Background: an optimization exercise with open tools, aiming at small area and a short achievable clock period. Do not read the settings as production practice.
Function was checked by simulation only, so behaviour that the tests miss may differ from the original.
Power is estimated from default activity; no workload was simulated.

ember:
==> flow/design.v <==
package sram_arb_pkg;
  localparam int DEF_DATA_W = 8;
  localparam int DEF_ADDR_W = 8;
  localparam int DEF_NCH    = 2;
  localparam int DEF_RD_LAT = 1;
  localparam int MAX_NCH    = 8;
  typedef logic [$clog2(MAX_NCH)-1:0] ch_id_t;
endpackage
module rr_arbiter
#(
  parameter int NCH = sram_arb_pkg::DEF_NCH
) (
  input  logic           clk,
  input  logic           rst,
  input  logic [NCH-1:0] req,
  output logic [NCH-1:0] gnt,
  output logic [NCH-1:0] gnt_int
);
  logic [NCH*NCH-1:0] behind;
  rr_grant #(.NCH(NCH)) u_gnt_port (
    .rst    (rst),
    .req    (req),
    .behind (behind),
    .gnt    (gnt)
  );
  rr_grant #(.NCH(NCH)) u_gnt_int (
    .rst    (rst),
    .req    (req),
    .behind (behind),
    .gnt    (gnt_int)
  );
  always_ff @(posedge clk or posedge rst) begin
    if (rst) begin
      behind <= '0;
    end else if (|gnt_int) begin
      for (int i = 0; i < NCH; i++) begin
        for (int j = i + 1; j < NCH; j++) begin
          behind[i*NCH + j] <= |(gnt_int & (((NCH)'(1) << j) - ((NCH)'(1) << i)));
        end
      end
    end
  end
endmodule
module rr_grant
#(
  parameter int NCH = sram_arb_pkg::DEF_NCH
) (
  input  logic           rst,
  input  logic [NCH-1:0] req,
  input  logic [NCH*NCH-1:0] behind,
  output logic [NCH-1:0] gnt
);
  logic [NCH-1:0] blocked;
  always_comb begin
    for (int i = 0; i < NCH; i++) begin
      blocked[i] = 1'b0;
      for (int j = 0; j < NCH; j++) begin
        if (j < i) blocked[i] = blocked[i] | (req[j] & ~behind[j*NCH + i]);
        if (j > i) blocked[i] = blocked[i] | (req[j] &  behind[i*NCH + j]);
      end
      gnt[i] = req[i] & ~blocked[i] & ~rst;
    end
  end
endmodule
module sram_arb
#(
  parameter int DATA_W = sram_arb_pkg::DEF_DATA_W,
  parameter int ADDR_W = sram_arb_pkg::DEF_ADDR_W,
  parameter int NCH    = sram_arb_pkg::DEF_NCH,
  parameter int RD_LAT = sram_arb_pkg::DEF_RD_LAT
) (
  input  logic                  clk,
  input  logic                  rst,
  input  logic [NCH-1:0]        en,
  input  logic [NCH-1:0]        wr,
  input  logic [NCH*DATA_W-1:0] wr_data,
  input  logic [NCH*ADDR_W-1:0] addr,
  output logic [NCH-1:0]        gnt,
  output logic [NCH-1:0]        rd_valid,
  output logic [DATA_W-1:0]     rd_data
);
  localparam int DEPTH = 2 ** ADDR_W;
  logic [ADDR_W-1:0] sel_addr;
  logic [DATA_W-1:0] sel_wdata;
  localparam int LO_W = ADDR_W / 2;
  localparam int HI_W = ADDR_W - LO_W;
  logic [2**LO_W-1:0] sel_lo;
  logic [2**HI_W-1:0] sel_hi;
  logic [2**LO_W-1:0] req_lo;
  logic [2**HI_W-1:0] req_hi;
  logic [DATA_W-1:0] req_wdata;
  logic              req_we;
  logic [NCH-1:0]    rd_v0;
  logic [NCH-1:0]    rd_v1;
  logic [DATA_W-1:0] mem [DEPTH];
  logic [DEPTH-1:0]  row;
  logic [NCH-1:0]    gnt_int;
  localparam int PART = 48;
  localparam int NP   = (DEPTH + PART - 1) / PART;
  function automatic int PART_N(input int p);
    PART_N = DEPTH - p * PART;
    if (PART_N > PART) PART_N = PART;
  endfunction
  logic [DATA_W*NP-1:0] rd_part;
  logic [DATA_W*NP-1:0] rd_q;
  rr_arbiter #(.NCH(NCH)) u_arb (
    .clk (clk),
    .rst (rst),
    .req (en),
    .gnt     (gnt),
    .gnt_int (gnt_int)
  );
  always_comb begin
    sel_addr  = '0;
    sel_wdata = '0;
    for (int i = 0; i < NCH; i++) begin
      sel_addr  = sel_addr  | ({ADDR_W{gnt_int[i]}} & addr[i*ADDR_W +: ADDR_W]);
      sel_wdata = sel_wdata | ({DATA_W{gnt_int[i]}} & wr_data[i*DATA_W +: DATA_W]);
    end
  end
  always_comb begin
    for (int k = 0; k < 2**LO_W; k++) sel_lo[k] = (sel_addr[LO_W-1:0] == LO_W'(k));
    for (int k = 0; k < 2**HI_W; k++) sel_hi[k] = (sel_addr[ADDR_W-1:LO_W] == HI_W'(k));
  end
  always_ff @(posedge clk) begin
    req_lo    <= sel_lo;
    req_hi    <= sel_hi;
    req_wdata <= sel_wdata;
    req_we    <= |(gnt_int & wr);
  end
  always_ff @(posedge clk or posedge rst) begin
    if (rst) begin
      rd_v0 <= '0;
      rd_v1 <= '0;
    end else begin
      rd_v0 <= gnt_int & ~wr;
      rd_v1 <= rd_v0;
    end
  end
  always_comb begin
    for (int r = 0; r < DEPTH; r++) row[r] = req_hi[r >> LO_W] & req_lo[r % (2**LO_W)];
  end
  always_ff @(posedge clk) begin
    for (int r = 0; r < DEPTH; r++) begin
      if (req_we && row[r]) mem[r] <= req_wdata;
    end
  end
  for (genvar b = 0; b < DATA_W; b++) begin : g_rd
    logic [DEPTH-1:0] col;
    always_comb begin
      for (int r = 0; r < DEPTH; r++) col[r] = mem[r][b];
    end
    for (genvar p = 0; p < NP; p++) begin : g_part
      sram_arb_rdmux #(.N(PART_N(p))) u_mux (
        .sel  (row[p*PART +: PART_N(p)]),
        .d    (col[p*PART +: PART_N(p)]),
        .y_n  (rd_part[b*NP + p])
      );
    end
    assign rd_data[b] = ~&rd_q[b*NP +: NP];
  end
  always_ff @(posedge clk) rd_q <= rd_part;
  assign rd_valid = rd_v1;
endmodule
module sram_arb_rdmux
#(
  parameter int N = 3
) (
  input  logic [N-1:0] sel,
  input  logic [N-1:0] d,
  output logic         y_n
);
  localparam int NG = (N + 2) / 3;
  logic [NG-1:0] grp_n;
  for (genvar g = 0; g < NG; g++) begin : g_grp
    if (3 * g + 2 < N) begin : g_3
      sram_arb_aoi222 u_aoi (
        .a (sel[3*g +: 3]),
        .b (d[3*g +: 3]),
        .y (grp_n[g])
      );
    end else if (3 * g + 1 < N) begin : g_2
      sram_arb_aoi22 u_aoi (
        .a (sel[3*g +: 2]),
        .b (d[3*g +: 2]),
        .y (grp_n[g])
      );
    end else begin : g_1
      assign grp_n[g] = ~(sel[3*g] & d[3*g]);
    end
  end
  assign y_n = &grp_n;
endmodule
module sram_arb_aoi222 (
  input  logic [2:0] a,
  input  logic [2:0] b,
  output logic       y
);
  assign y = ~|(a & b);
endmodule
module sram_arb_aoi22 (
  input  logic [1:0] a,
  input  logic [1:0] b,
  output logic       y
);
  assign y = ~|(a & b);
endmodule
module sram_arb_top (
  input  logic         clk,
  input  logic         rst,
  input  logic [3:0]   en,
  input  logic [3:0]   wr,
  input  logic [127:0] wr_data,
  input  logic [27:0]  addr,
  output logic [3:0]   gnt,
  output logic [3:0]   rd_valid,
  output logic [31:0]  rd_data
);
  sram_arb #(.DATA_W(32), .ADDR_W(7), .NCH(4), .RD_LAT(2)) u_sram_arb (
    .clk      (clk),
    .rst      (rst),
    .en       (en),
    .wr       (wr),
    .wr_data  (wr_data),
    .addr     (addr),
    .gnt      (gnt),
    .rd_valid (rd_valid),
    .rd_data  (rd_data)
  );
endmodule
Settings: LEC_CHECK=0, CAP_MARGIN=20, CORE_MARGIN=2, CORE_UTILIZATION=65, CTS_BUF_LIST=sky130_fd_sc_hd__clkbuf_8 sky130_fd_sc_hd__clkbuf_16, CTS_CLUSTER_DIAMETER=90, CTS_CLUSTER_SIZE=28, PLACE_DENSITY=0.75, SETUP_SLACK_MARGIN=3.2, SLEW_MARGIN=20, SYNTH_HIERARCHICAL=1, SYNTH_MINIMUM_KEEP_SIZE=0; clock period 6.3 ns.
run.sh (not shown) runs the stock make flow with config.mk's settings and CLKGATE_MAP_FILE= SYNTH_SCRIPT=/design/flow/synth_recipe.tcl, a recipe that flattens the netlist after the stock synthesis.
ember completed every stage of the flow, and the final layout passed the timing, DRC and antenna checks.
Inputs modified between ember and raven:
- swapping 90 for 80 in CTS_CLUSTER_DIAMETER
- swapping 28 for 24 in CTS_CLUSTER_SIZE
==> flow/flow/run.sh (new file) <==
#!/bin/bash
# The standard layout, with the port buffers made from buf_2 cells and
# non-critical gates downsized after global routing.
set -euo pipefail
bash standard.sh \
  BUFFER_PORTS_ARGS="-buffer_cell sky130_fd_sc_hd__buf_2" \
  RECOVER_POWER=100 \
  finish > standard_flow.log 2>&1
==> flow/standard.sh (new file) <==
#!/bin/bash
# synth_recipe.tcl (not shown) runs the flow's synth.tcl, then flattens the netlist and writes it again
# the make line also repeats each setting of config.mk as NAME=value (left out here)
make -C /OpenROAD-flow-scripts/flow DESIGN_CONFIG=/design/flow/config.mk WORK_HOME=/design/flow/orfs CLKGATE_MAP_FILE= SYNTH_SCRIPT=/design/flow/synth_recipe.tcl "${@:-finish}"
removed: flow/run.sh
--- outcome ---
Uppermost metal layer occupied by signal nets = met5: raven; uppermost metal layer occupied by signal nets = met4: ember
Compared to ember, raven has non-clock buffer count 5 lower.
Delta(routed length on met1, raven - ember) < 0
Compared ember against raven; hold slack within noise.
Layout checks on raven: not met. Flow itself completed; violations: max-capacitance violations, max-slew violations.
Cmp ember and raven / first-pass GRT wire length / lower: ember
Re netlist area before placement: no difference whatsoever between raven and ember.
Compared with ember, raven shows peak fanout along the critical path higher by 69.
Between ember and raven, number of buffers added for setup after CTS decreased.
ember -> raven: global-route usage over all layers flat
raven — final design area excluding fillers about 0.8% lower, ember as reference
The run showing the greater latest clock arrival within the worst-skew pair is raven.
raven gives less number of cells on the worst reg-to-reg path than ember did.
For violet, these inputs were changed with respect to raven:
- a change of SETUP_SLACK_MARGIN from 3.2 to 3.3
==> flow/run.sh (new file) <==
#!/bin/bash
# synth_recipe.tcl (not shown) runs the flow's synth.tcl, then flattens the netlist and writes it again
# the make line also repeats each setting of config.mk as NAME=value (left out here)
make -C /OpenROAD-flow-scripts/flow DESIGN_CONFIG=/design/flow/config.mk WORK_HOME=/design/flow/orfs CLKGATE_MAP_FILE= SYNTH_SCRIPT=/design/flow/synth_recipe.tcl finish
removed: flow/flow/run.sh
removed: flow/standard.sh
[summary]
Compared to raven, the router laid down less metal wire for violet. On count of buffers not belonging to the clock network in the layout: violet sits above raven. Final layout net count of violet is on par with raven. violet finished every step from synthesis to the final layout, and the layout passed the timing, DRC and antenna checks. The relative contribution of combinational cells to total power in violet sits 0.5 points above the value recorded for raven.
### violet -> onyx
- SETUP_SLACK_MARGIN changed from 3.3 to 3.5
Notes after the runs:
- Diff violet -> onyx: fraction of standard cell area in multi-input logic closely matched the old numbers; antenna diode instance count grew by 7; worst setup slack now sits lower.
- Pre-CTS setup slack, onyx and violet: lower on violet
- Summary: time the final worst path needs with I/O delays and setup, onyx worse than violet
- From violet to onyx the numbers moved as follows: count of clock-buffer cells in the layout rose by 2, routed wire length rose by 3.3%, worst hold slack fell by 0.048 ns.
- Between onyx and violet, the non-clock buffer count is higher for violet.
- onyx and violet ended up with roughly the same cell area after layout.
- The leakage component of the power of onyx and that of violet are within noise of each other.

==> afterwards: timing with drivers on the ports <==
Ports are ideal in the flow. The routed layouts listed here were re-timed in OpenROAD.
Step 1 sets driving cells, clkbuf_16 on the clock port and buf_2 on the other inputs (assumed; they add their load-dependent delay and slew).
Step 2 moves the port delays by t, midway between the first and last clock arrival at a register: inputs arrive t later, outputs are due t later. That takes back most of the time a late clock gives input paths.
a / b / c = no drivers / after step 1 / after step 2; a / b = the first two.
run	shift t [ns]	setup slack, ns	hold WS [ns]	worst setup path at the end
ember	0.963	2.986 / 2.940 / 2.835	0.358 / 0.358 / 0.358	input to register
raven	0.994	1.389 / 1.389 / 0.673	0.360 / 0.360 / 0.360	input to register
violet	0.970	3.017 / 2.934 / 2.741	0.358 / 0.358 / 0.358	input to register
onyx	0.978	2.976 / 2.915 / 2.746	0.310 / 0.238 / 0.361	input to register
The setup slack of raven, which loses most, moves by 0.000 ns with the drivers and by -0.716 ns with both steps.
